This design comes from an exercise in tuning for small area and a short achievable clock period on the open sky130 flow, not from production work.
At most, simulation tests tie the RTL to the original design; equivalence was not proved.
No activity file was given, so power comes from the tool's default toggle rates.

==> flow/design.v <==
module integral_image_engine #(
    parameter int IMG_W  = 160,
    parameter int IMG_H  = 120,
    parameter int PIX_W  = 4,
    parameter int SUM_W  = 20,
    parameter int ADDR_W = 15
) (
    input  logic              clk,
    input  logic              rst_n,
    input  logic              frame_start,
    input  logic              pix_valid,
    input  logic [PIX_W-1:0]  pix_data,
    input  logic [1:0]        mode,
    input  logic              arm,
    output logic              wr_en,
    output logic [ADDR_W-1:0] wr_addr,
    output logic [SUM_W-1:0]  wr_data,
    output logic              frame_done,
    output logic              busy,
    output logic              overflow
);
    localparam int XW = (IMG_W > 1) ? $clog2(IMG_W) : 1;
    localparam int YW = $clog2(IMG_H + 1);
    localparam int CW0 = $clog2(IMG_H * ((1 << PIX_W) - 1) + 1);
    localparam int CW  = (CW0 < SUM_W) ? CW0 : SUM_W;
    localparam int HW  = SUM_W - PIX_W;    
    localparam int CHW = CW - PIX_W;
    localparam logic [XW-1:0] X_LAST = XW'(IMG_W - 1);
    localparam logic [YW-1:0] Y_LAST = YW'(IMG_H - 1);
    function automatic logic [SUM_W-1:0] pp_add(input logic [SUM_W-1:0] a,
                                                input logic [SUM_W-1:0] b);
        logic [SUM_W-1:0] g, p;
        g = a & b;
        p = a ^ b;
        for (int d = 1; d < SUM_W; d = d * 2) begin
            g = g | (p & (g << d));
            p = p & ((p << d) | SUM_W'((1 << d) - 1));
        end
        pp_add = a ^ b ^ (g << 1);
    endfunction
    function automatic logic [SUM_W-1:0] pp_inc(input logic [SUM_W-1:0] a);
        logic [SUM_W-1:0] c;
        c = a;
        for (int d = 1; d < SUM_W; d = d * 2) begin
            c = c & ((c << d) | SUM_W'((1 << d) - 1));
        end
        pp_inc = a ^ ((c << 1) | SUM_W'(1));
    endfunction
    localparam logic [1:0] MODE_CONT   = 2'b00;
    localparam logic [1:0] MODE_SINGLE = 2'b01;
    logic [XW-1:0]     x;
    logic [YW-1:0]     y;
    logic              in_frame;
    logic              capture;
    logic              armed;
    logic              x_nz;        
    logic              y_nz;        
    logic [IMG_W*CW-1:0] sr;
    logic [CW-1:0]       tail;
    logic                pend;
    logic [CW-1:0]       above;
    logic [CW-1:0]       head_next;
    logic              decision;
    logic              cap_now;
    logic              accept;
    logic              x_first, y_first, x_last, y_last;
    logic              last_pix;
    logic              in_frame_next;
    logic [ADDR_W-1:0] cur_addr;
    logic [SUM_W-1:0]  base;       
    logic [SUM_W-1:0]  acc_q;      
    logic [ADDR_W-1:0] addr_q;     
    logic [SUM_W-1:0]  acc;        
    logic [SUM_W-1:0]  base16;     
    logic [SUM_W-1:0]  ii;
    logic [CHW-1:0]    above_hi_inc;
    logic [CW-1:0]     col_new;
    assign head_next = pend ? sr[3*CW-1:2*CW] : sr[2*CW-1:CW];
    logic [ADDR_W-1:0] addr_inc;
    logic [XW-1:0]     x_inc;
    logic [YW-1:0]     y_inc;
    assign addr_inc     = ADDR_W'(pp_inc(SUM_W'(addr_q)));
    assign x_inc        = XW'(pp_inc(SUM_W'(x)));
    assign y_inc        = YW'(pp_inc(SUM_W'(y)));
    assign acc          = ~x_nz ? '0 : acc_q;
    assign base         = pp_add(acc, SUM_W'(above));
    assign base16       = pp_add(acc ^ SUM_W'(above) ^ SUM_W'(1 << PIX_W),
                                 ((acc & SUM_W'(above)) |
                                  ((acc | SUM_W'(above)) & SUM_W'(1 << PIX_W))) << 1);
    assign above_hi_inc = CHW'(pp_inc(SUM_W'(above[CW-1:PIX_W])));
    integral_image_pix_add #(.W(SUM_W), .PIX_W(PIX_W)) u_ii_add (
        .pix(pix_data), .restart(frame_start), .lo(base[PIX_W-1:0]),
        .hi(base[SUM_W-1:PIX_W]), .hi_inc(base16[SUM_W-1:PIX_W]), .sum(ii));
    integral_image_pix_add #(.W(CW), .PIX_W(PIX_W)) u_col_add (
        .pix(pix_data), .restart(frame_start), .lo(above[PIX_W-1:0]),
        .hi(above[CW-1:PIX_W]), .hi_inc(above_hi_inc), .sum(col_new));
    always_comb begin
        decision = 1'b0;
        case (mode)
            MODE_CONT:   decision = 1'b1;
            MODE_SINGLE: decision = armed | arm;
            default:     decision = 1'b0;
        endcase
        cap_now = frame_start ? decision : capture;
        accept  = pix_valid & (frame_start | in_frame);
        x_first  = ~x_nz;
        y_first  = ~y_nz;
        x_last   = (x == X_LAST);
        y_last   = (y == Y_LAST);
        last_pix = ~frame_start & x_last & y_last;
        if (accept) in_frame_next = ~last_pix;
        else        in_frame_next = frame_start | in_frame;
        cur_addr = (frame_start | (x_first & y_first)) ? '0 : addr_inc;
    end
    always_ff @(posedge clk) begin
        if (pend) begin
            sr <= {tail, sr[IMG_W*CW-1:CW]};
        end
        if (accept) begin
            tail   <= col_new;
            acc_q  <= ii;
            addr_q <= cur_addr;
        end
        if (frame_start) begin
            above <= '0;
        end else if (accept) begin
            above <= (y_first & ~x_last) ? '0 : head_next;
        end
    end
    always_ff @(posedge clk or negedge rst_n) begin
        if (!rst_n) begin
            x          <= '0;
            y          <= '0;
            x_nz       <= 1'b0;
            y_nz       <= 1'b0;
            in_frame   <= 1'b0;
            pend       <= 1'b0;
            capture    <= 1'b0;
            armed      <= 1'b0;
            wr_en      <= 1'b0;
            wr_addr    <= '0;
            wr_data    <= '0;
            frame_done <= 1'b0;
            busy       <= 1'b0;
            overflow   <= 1'b0;
        end else begin
            if (accept) begin
                if (frame_start) begin
                    x      <= (IMG_W > 1) ? XW'(1) : '0;
                    y      <= (IMG_W > 1) ? '0 : YW'(1);
                    x_nz   <= (IMG_W > 1);
                    y_nz   <= (IMG_W == 1);
                end else if (x_last) begin
                    x      <= '0;
                    y      <= y_inc;
                    x_nz   <= 1'b0;
                    y_nz   <= 1'b1;
                end else begin
                    x      <= x_inc;
                    x_nz   <= 1'b1;
                end
            end else if (frame_start) begin
                x      <= '0;
                y      <= '0;
                x_nz   <= 1'b0;
                y_nz   <= 1'b0;
            end
            wr_addr    <= cur_addr;
            wr_data    <= ii;
            in_frame   <= in_frame_next;
            pend       <= accept;
            capture    <= cap_now;
            wr_en      <= accept & cap_now;
            frame_done <= accept & cap_now & last_pix;
            busy       <= cap_now & in_frame_next;
            if (frame_start) begin
                overflow <= 1'b0;
            end else if (pix_valid && !in_frame) begin
                overflow <= 1'b1;
            end
            if (frame_start && (mode == MODE_SINGLE)) begin
                armed <= 1'b0;
            end else if (arm) begin
                armed <= 1'b1;
            end
        end
    end
endmodule
module integral_image_pix_add #(
    parameter int W     = 20,
    parameter int PIX_W = 4
) (
    input  logic [PIX_W-1:0] pix,
    input  logic             restart,
    input  logic [PIX_W-1:0] lo,
    input  logic [W-PIX_W-1:0] hi,
    input  logic [W-PIX_W-1:0] hi_inc,
    output logic [W-1:0]     sum
);
    logic [PIX_W-1:0] g, t;
    logic [PIX_W:0]   c;
    logic             term;
    always_comb begin
        g = lo & pix;
        t = lo ^ pix;
        c = '0;
        for (int i = 1; i <= PIX_W; i++) begin
            for (int j = 0; j < i; j++) begin
                term = g[j];
                for (int k = j + 1; k < i; k++) term = term & t[k];
                c[i] = c[i] | term;
            end
        end
        if (restart)
            sum = W'(pix);
        else
            sum = {c[PIX_W] ? hi_inc : hi, t ^ c[PIX_W-1:0]};
    end
endmodule
export LEC_CHECK = 0
export ABC_CLOCK_PERIOD_IN_PS = 3000
export CAP_MARGIN = 20
export CORE_MARGIN = 2
export CORE_UTILIZATION = 65
export CTS_CLUSTER_DIAMETER = 80
export CTS_CLUSTER_SIZE = 30
export SLEW_MARGIN = 20
export SYNTH_HIERARCHICAL = 1
export SYNTH_MINIMUM_KEEP_SIZE = 0
create_clock -name core_clock -period 10.0 [get_ports {clk}]
standard.sh (not shown) runs the stock make flow with config.mk's settings and CLKGATE_MAP_FILE= SYNTH_SCRIPT=/design/flow/synth_recipe.tcl, a recipe that flattens the netlist after the stock synthesis.
==> flow/flow/run.sh <==
#!/bin/bash
# Standard ORFS layout; repair aims for a tighter setup target than the clock.
bash standard.sh SETUP_SLACK_MARGIN=7.0 MATCH_CELL_FOOTPRINT=0 finish > standard.log 2>&1
The baseline completed with no timing, DRC or antenna violations.
Change:
--- a/flow/design.v
+++ b/flow/design.v
@@ -54,6 +54,6 @@
     logic              capture;
     logic              armed;
-    logic              x_nz;        
-    logic              y_nz;        
+    logic              x_zero;      
+    logic              y_zero;      
     logic [IMG_W*CW-1:0] sr;
     logic [CW-1:0]       tail;
@@ -83,5 +83,5 @@
     assign x_inc        = XW'(pp_inc(SUM_W'(x)));
     assign y_inc        = YW'(pp_inc(SUM_W'(y)));
-    assign acc          = ~x_nz ? '0 : acc_q;
+    assign acc          = x_zero ? '0 : acc_q;
     assign base         = pp_add(acc, SUM_W'(above));
     assign base16       = pp_add(acc ^ SUM_W'(above) ^ SUM_W'(1 << PIX_W),
@@ -104,6 +104,6 @@
         cap_now = frame_start ? decision : capture;
         accept  = pix_valid & (frame_start | in_frame);
-        x_first  = ~x_nz;
-        y_first  = ~y_nz;
+        x_first  = x_zero;
+        y_first  = y_zero;
         x_last   = (x == X_LAST);
         y_last   = (y == Y_LAST);
@@ -132,6 +132,6 @@
             x          <= '0;
             y          <= '0;
-            x_nz       <= 1'b0;
-            y_nz       <= 1'b0;
+            x_zero     <= 1'b1;
+            y_zero     <= 1'b1;
             in_frame   <= 1'b0;
             pend       <= 1'b0;
@@ -149,20 +149,20 @@
                     x      <= (IMG_W > 1) ? XW'(1) : '0;
                     y      <= (IMG_W > 1) ? '0 : YW'(1);
-                    x_nz   <= (IMG_W > 1);
-                    y_nz   <= (IMG_W == 1);
+                    x_zero <= (IMG_W == 1);
+                    y_zero <= (IMG_W > 1);
                 end else if (x_last) begin
                     x      <= '0;
                     y      <= y_inc;
-                    x_nz   <= 1'b0;
-                    y_nz   <= 1'b1;
+                    x_zero <= 1'b1;
+                    y_zero <= 1'b0;
                 end else begin
                     x      <= x_inc;
-                    x_nz   <= 1'b1;
+                    x_zero <= 1'b0;
                 end
             end else if (frame_start) begin
                 x      <= '0;
                 y      <= '0;
-                x_nz   <= 1'b0;
-                y_nz   <= 1'b0;
+                x_zero <= 1'b1;
+                y_zero <= 1'b1;
             end
             wr_addr    <= cur_addr;
Area after synthesis is about the same.
Fmax went down by 1.4%.
Via count went up by 1.4%.
Routed wire length went up by 2.2%.
Global-route usage went up by 0.32 points.
Synthesized cell count went up by 0.96%.
Clock skew went up by 0.0045 ns.
Power went down by 0.40%.
Non-clock buffer count is unchanged.
Hold slack hardly moves.
Cell area is about the same.
Flip-flop and latch count does not change.
Worst setup slack loses 0.048 ns.
No functional check of the RTL was part of any run of this note.

---

integral_image_engine, a different RTL version from the one above (not shown whole).
Size in the first run: ~2500 cells after synthesis, roughly 50 I/O pins, ~60000 sq um of cells after synthesis.
==> module integral_image_engine, before the edit <==
module integral_image_engine #(
    parameter int IMG_W  = 160,
    parameter int IMG_H  = 120,
    parameter int PIX_W  = 4,
    parameter int SUM_W  = 20,
    parameter int ADDR_W = 15
) (
    input  logic              clk,
    input  logic              rst_n,
    input  logic              frame_start,
    input  logic              pix_valid,
    input  logic [PIX_W-1:0]  pix_data,
    input  logic [1:0]        mode,
    input  logic              arm,
    output logic              wr_en,
    output logic [ADDR_W-1:0] wr_addr,
    output logic [SUM_W-1:0]  wr_data,
    output logic              frame_done,
    output logic              busy,
    output logic              overflow
);
    localparam int XW = (IMG_W > 1) ? $clog2(IMG_W) : 1;
    localparam int YW = $clog2(IMG_H + 1);
    localparam int CW0 = $clog2(IMG_H * ((1 << PIX_W) - 1) + 1);
    localparam int CW  = (CW0 < SUM_W) ? CW0 : SUM_W;
    localparam int CHW = CW - PIX_W;
    localparam logic [XW-1:0] X_LAST = XW'(IMG_W - 1);
    localparam logic [YW-1:0] Y_LAST = YW'(IMG_H - 1);
    localparam logic [1:0] MODE_CONT   = 2'b00;
    localparam logic [1:0] MODE_SINGLE = 2'b01;
    logic [XW-1:0]     x;
    logic [YW-1:0]     y;
    logic              in_frame;
    logic              capture;
    logic              armed;
    logic              x_nz;        
    logic              y_nz;        
    logic [IMG_W*CW-1:0] sr;
    logic [CW-1:0]       tail;
    logic                pend;
    logic [CW-1:0]       above;
    logic [CW-1:0]       head_next;
    logic              decision;
    logic              cap_now;
    logic              accept;
    logic              x_first, y_first, x_last, y_last;
    logic              last_pix;
    logic              in_frame_next;
    logic [ADDR_W-1:0] cur_addr;
    logic [SUM_W-1:0]  base;       
    logic [SUM_W-1:0]  acc_q;      
    logic [ADDR_W-1:0] addr_q;     
    logic [SUM_W-1:0]  acc;        
    logic [SUM_W-1:0]  base16;     
    logic [SUM_W-1:0]  ii;
    logic [CHW-1:0]    above_hi_inc;
    logic [CW-1:0]     col_new;
    assign head_next = pend ? sr[3*CW-1:2*CW] : sr[2*CW-1:CW];
    logic [ADDR_W-1:0] addr_inc, addr_c;
    logic [XW-1:0]     x_inc, x_c;
    logic [YW-1:0]     y_inc, y_c;
    logic [CHW-1:0]    above_hi, above_c;
    logic [SUM_W-1:0]  b_op, b_g, b_p, b_c;         
    logic [SUM_W-1:0]  s_op, k_op, s_g, s_p, s_c;   
    localparam logic [SUM_W-1:0] K16 = SUM_W'(1 << PIX_W);
    integral_image_prefix #(.W(ADDR_W), .GW(1)) u_addr_c (
        .g(addr_q[0]), .p(addr_q), .c(addr_c));
    assign addr_inc = addr_q ^ {addr_c[ADDR_W-2:0], 1'b1};
    integral_image_prefix #(.W(XW), .GW(1)) u_x_c (
        .g(x[0]), .p(x), .c(x_c));
    assign x_inc = x ^ {x_c[XW-2:0], 1'b1};
    integral_image_prefix #(.W(YW), .GW(1)) u_y_c (
        .g(y[0]), .p(y), .c(y_c));
    assign y_inc = y ^ {y_c[YW-2:0], 1'b1};
    assign above_hi = above[CW-1:PIX_W];
    integral_image_prefix #(.W(CHW), .GW(1)) u_above_c (
        .g(above_hi[0]), .p(above_hi), .c(above_c));
    assign above_hi_inc = above_hi ^ {above_c[CHW-2:0], 1'b1};
    assign acc  = ~x_nz ? '0 : acc_q;
    assign b_op = SUM_W'(above);
    assign b_g  = acc & b_op;
    assign b_p  = acc ^ b_op;
    integral_image_prefix #(.W(SUM_W), .GW(CW)) u_base_c (
        .g(b_g[CW-1:0]), .p(b_p), .c(b_c));
    assign base = b_p ^ {b_c[SUM_W-2:0], 1'b0};
    assign s_op = acc ^ b_op ^ K16;
    assign k_op = ((acc & b_op) | ((acc | b_op) & K16)) << 1;
    assign s_g  = s_op & k_op;
    assign s_p  = s_op ^ k_op;
    integral_image_prefix #(.W(SUM_W), .GW(CW + 1)) u_base16_c (
        .g(s_g[CW:0]), .p(s_p), .c(s_c));
    assign base16 = s_p ^ {s_c[SUM_W-2:0], 1'b0};
    integral_image_pix_add #(.W(SUM_W), .PIX_W(PIX_W)) u_ii_add (
        .pix(pix_data), .restart(frame_start), .lo(base[PIX_W-1:0]),
        .hi(base[SUM_W-1:PIX_W]), .hi_inc(base16[SUM_W-1:PIX_W]), .sum(ii));
    integral_image_pix_add #(.W(CW), .PIX_W(PIX_W)) u_col_add (
        .pix(pix_data), .restart(frame_start), .lo(above[PIX_W-1:0]),
        .hi(above[CW-1:PIX_W]), .hi_inc(above_hi_inc), .sum(col_new));
    always_comb begin
        decision = 1'b0;
        case (mode)
            MODE_CONT:   decision = 1'b1;
            MODE_SINGLE: decision = armed | arm;
            default:     decision = 1'b0;
        endcase
        cap_now = frame_start ? decision : capture;
        accept  = pix_valid & (frame_start | in_frame);
        x_first  = ~x_nz;
        y_first  = ~y_nz;
        x_last   = (x == X_LAST);
        y_last   = (y == Y_LAST);
        last_pix = ~frame_start & x_last & y_last;
        if (accept) in_frame_next = ~last_pix;
        else        in_frame_next = frame_start | in_frame;
        cur_addr = (frame_start | (x_first & y_first)) ? '0 : addr_inc;
    end
    always_ff @(posedge clk) begin
        if (pend) begin
            sr <= {tail, sr[IMG_W*CW-1:CW]};
        end
        if (accept) begin
            tail   <= col_new;
            acc_q  <= ii;
            addr_q <= cur_addr;
        end
        if (frame_start) begin
            above <= '0;
        end else if (accept) begin
            above <= (y_first & ~x_last) ? '0 : head_next;
        end
    end
    always_ff @(posedge clk or negedge rst_n) begin
        if (!rst_n) begin
            x          <= '0;
            y          <= '0;
            x_nz       <= 1'b0;
            y_nz       <= 1'b0;
            in_frame   <= 1'b0;
            pend       <= 1'b0;
            capture    <= 1'b0;
            armed      <= 1'b0;
            wr_en      <= 1'b0;
            wr_addr    <= '0;
            wr_data    <= '0;
            frame_done <= 1'b0;
            busy       <= 1'b0;
            overflow   <= 1'b0;
        end else begin
            if (accept) begin
                wr_addr <= cur_addr;
                wr_data <= ii;
                if (frame_start) begin
                    x      <= (IMG_W > 1) ? XW'(1) : '0;
                    y      <= (IMG_W > 1) ? '0 : YW'(1);
                    x_nz   <= (IMG_W > 1);
                    y_nz   <= (IMG_W == 1);
                end else if (x_last) begin
                    x      <= '0;
                    y      <= y_inc;
                    x_nz   <= 1'b0;
                    y_nz   <= 1'b1;
                end else begin
                    x      <= x_inc;
                    x_nz   <= 1'b1;
                end
            end else if (frame_start) begin
                x      <= '0;
                y      <= '0;
                x_nz   <= 1'b0;
                y_nz   <= 1'b0;
            end
            in_frame   <= in_frame_next;
            pend       <= accept;
            capture    <= cap_now;
            wr_en      <= accept & cap_now;
            frame_done <= accept & cap_now & last_pix;
            busy       <= cap_now & in_frame_next;
            if (frame_start) begin
                overflow <= 1'b0;
            end else if (pix_valid && !in_frame) begin
                overflow <= 1'b1;
            end
            if (frame_start && (mode == MODE_SINGLE)) begin
                armed <= 1'b0;
            end else if (arm) begin
                armed <= 1'b1;
            end
        end
    end
endmodule
clock: 10.0 ns
lec_check: 0
abc_clock_period_in_ps: 3000
cap_margin: 20
core_margin: 2
core_utilization: 55
cts_cluster_diameter: 80
cts_cluster_size: 30
slew_margin: 20
synth_hierarchical: 1
synth_minimum_keep_size: 0
==> flow/flow/run.sh <==
#!/bin/bash
# Standard ORFS layout; repair aims for a tighter setup target than the clock.
bash standard.sh SETUP_SLACK_MARGIN=6.8 MATCH_CELL_FOOTPRINT=0 finish > standard.log 2>&1
Next try:
--- a/flow/design.v
+++ b/flow/design.v
@@ -17,27 +17,26 @@
     output logic [SUM_W-1:0]  wr_data,
     output logic              frame_done,
     output logic              busy,
     output logic              overflow
 );
     localparam int XW = (IMG_W > 1) ? $clog2(IMG_W) : 1;
-    localparam int YW = $clog2(IMG_H + 1);
     localparam int CW0 = $clog2(IMG_H * ((1 << PIX_W) - 1) + 1);
     localparam int CW  = (CW0 < SUM_W) ? CW0 : SUM_W;
     localparam int CHW = CW - PIX_W;
     localparam logic [XW-1:0] X_LAST = XW'(IMG_W - 1);
-    localparam logic [YW-1:0] Y_LAST = YW'(IMG_H - 1);
+    localparam logic [ADDR_W-1:0] A_PRE_LAST = ADDR_W'((IMG_H - 1) * IMG_W - 1);
     localparam logic [1:0] MODE_CONT   = 2'b00;
     localparam logic [1:0] MODE_SINGLE = 2'b01;
     logic [XW-1:0]     x;
-    logic [YW-1:0]     y;
     logic              in_frame;
     logic              capture;
     logic              armed;
     logic              x_nz;        
     logic              y_nz;        
+    logic              y_end;       
     logic [IMG_W*CW-1:0] sr;
     logic [CW-1:0]       tail;
     logic                pend;
     logic [CW-1:0]       above;
     logic [CW-1:0]       head_next;
     logic              decision;
@@ -55,26 +54,22 @@
     logic [SUM_W-1:0]  ii;
     logic [CHW-1:0]    above_hi_inc;
     logic [CW-1:0]     col_new;
     assign head_next = pend ? sr[3*CW-1:2*CW] : sr[2*CW-1:CW];
     logic [ADDR_W-1:0] addr_inc, addr_c;
     logic [XW-1:0]     x_inc, x_c;
-    logic [YW-1:0]     y_inc, y_c;
     logic [CHW-1:0]    above_hi, above_c;
     logic [SUM_W-1:0]  b_op, b_g, b_p, b_c;         
     logic [SUM_W-1:0]  s_op, k_op, s_g, s_p, s_c;   
     localparam logic [SUM_W-1:0] K16 = SUM_W'(1 << PIX_W);
     integral_image_prefix #(.W(ADDR_W), .GW(1)) u_addr_c (
         .g(addr_q[0]), .p(addr_q), .c(addr_c));
     assign addr_inc = addr_q ^ {addr_c[ADDR_W-2:0], 1'b1};
     integral_image_prefix #(.W(XW), .GW(1)) u_x_c (
         .g(x[0]), .p(x), .c(x_c));
     assign x_inc = x ^ {x_c[XW-2:0], 1'b1};
-    integral_image_prefix #(.W(YW), .GW(1)) u_y_c (
-        .g(y[0]), .p(y), .c(y_c));
-    assign y_inc = y ^ {y_c[YW-2:0], 1'b1};
     assign above_hi = above[CW-1:PIX_W];
     integral_image_prefix #(.W(CHW), .GW(1)) u_above_c (
         .g(above_hi[0]), .p(above_hi), .c(above_c));
     assign above_hi_inc = above_hi ^ {above_c[CHW-2:0], 1'b1};
     assign acc  = ~x_nz ? '0 : acc_q;
     assign b_op = SUM_W'(above);
@@ -105,13 +100,13 @@
         endcase
         cap_now = frame_start ? decision : capture;
         accept  = pix_valid & (frame_start | in_frame);
         x_first  = ~x_nz;
         y_first  = ~y_nz;
         x_last   = (x == X_LAST);
-        y_last   = (y == Y_LAST);
+        y_last   = y_end;
         last_pix = ~frame_start & x_last & y_last;
         if (accept) in_frame_next = ~last_pix;
         else        in_frame_next = frame_start | in_frame;
         cur_addr = (frame_start | (x_first & y_first)) ? '0 : addr_inc;
     end
     always_ff @(posedge clk) begin
@@ -129,13 +124,13 @@
             above <= (y_first & ~x_last) ? '0 : head_next;
         end
     end
     always_ff @(posedge clk or negedge rst_n) begin
         if (!rst_n) begin
             x          <= '0;
-            y          <= '0;
+            y_end      <= (IMG_H == 1);
             x_nz       <= 1'b0;
             y_nz       <= 1'b0;
             in_frame   <= 1'b0;
             pend       <= 1'b0;
             capture    <= 1'b0;
             armed      <= 1'b0;
@@ -144,34 +139,34 @@
             wr_data    <= '0;
             frame_done <= 1'b0;
             busy       <= 1'b0;
             overflow   <= 1'b0;
         end else begin
             if (accept) begin
-                wr_addr <= cur_addr;
-                wr_data <= ii;
                 if (frame_start) begin
                     x      <= (IMG_W > 1) ? XW'(1) : '0;
-                    y      <= (IMG_W > 1) ? '0 : YW'(1);
+                    y_end  <= (IMG_W > 1) ? (IMG_H == 1) : (IMG_H == 2);
                     x_nz   <= (IMG_W > 1);
                     y_nz   <= (IMG_W == 1);
                 end else if (x_last) begin
                     x      <= '0;
-                    y      <= y_inc;
+                    y_end  <= (cur_addr == A_PRE_LAST);
                     x_nz   <= 1'b0;
                     y_nz   <= 1'b1;
                 end else begin
                     x      <= x_inc;
                     x_nz   <= 1'b1;
                 end
             end else if (frame_start) begin
                 x      <= '0;
-                y      <= '0;
+                y_end  <= (IMG_H == 1);
                 x_nz   <= 1'b0;
                 y_nz   <= 1'b0;
             end
+            wr_addr    <= cur_addr;
+            wr_data    <= ii;
             in_frame   <= in_frame_next;
             pend       <= accept;
             capture    <= cap_now;
             wr_en      <= accept & cap_now;
             frame_done <= accept & cap_now & last_pix;
             busy       <= cap_now & in_frame_next;
What happened:
- via count decreases by 3.3%
- routed wire length decreases by 1.8%
- non-clock buffer count decreases by 25
- sequential power hardly moves
- power stays flat
- die area decreases by 1.4%
- global-route usage decreases by 0.32 points
- register-to-register slack gets worse by 30 ps
- area after synthesis decreases by about 1.4%
- fmax increases by about 0.3%
Only the layout flow was run in the first run of this note; the RTL was not checked for function there.

-- what the ideal ports hide --
No port has a modelled driver above. Below, the same layouts with a new extraction and two added sets of constraints. Step 1 sets driving cells, clkbuf_16 on the clock port and buf_2 on the other inputs (assumed; they add their load-dependent delay and slew). Step 2 adds t to the input delays and takes it off the output delays; t is the mean of the earliest and latest rising clock arrival at the registers after step 1. Input paths then give back, and output paths get back, about the clock's delay inside the block. a / b / c = no drivers / after step 1 / after step 2; a / b = the first two.
| run | shift t [ns] | setup WS [ns] | worst slew at a driven data input, ns |
|---|---|---|---|
| the first run of note 1 | 0.718 | 6.680 / 6.680 / 6.228 | 0.09 |
| the second run of note 1 | 0.713 | 6.632 / 6.628 / 6.129 | 0.03 |
| the first run of note 2 | 0.716 | 6.760 / 6.693 / 6.183 | 0.04 |
| the second run of note 2 | 0.726 | 6.770 / 6.706 / 6.157 | 0.04 |
After both steps every run listed still meets setup and hold. For the second run of note 2, which loses most, drivers alone change the setup slack by -0.064 ns; drivers and shift together by -0.613 ns.
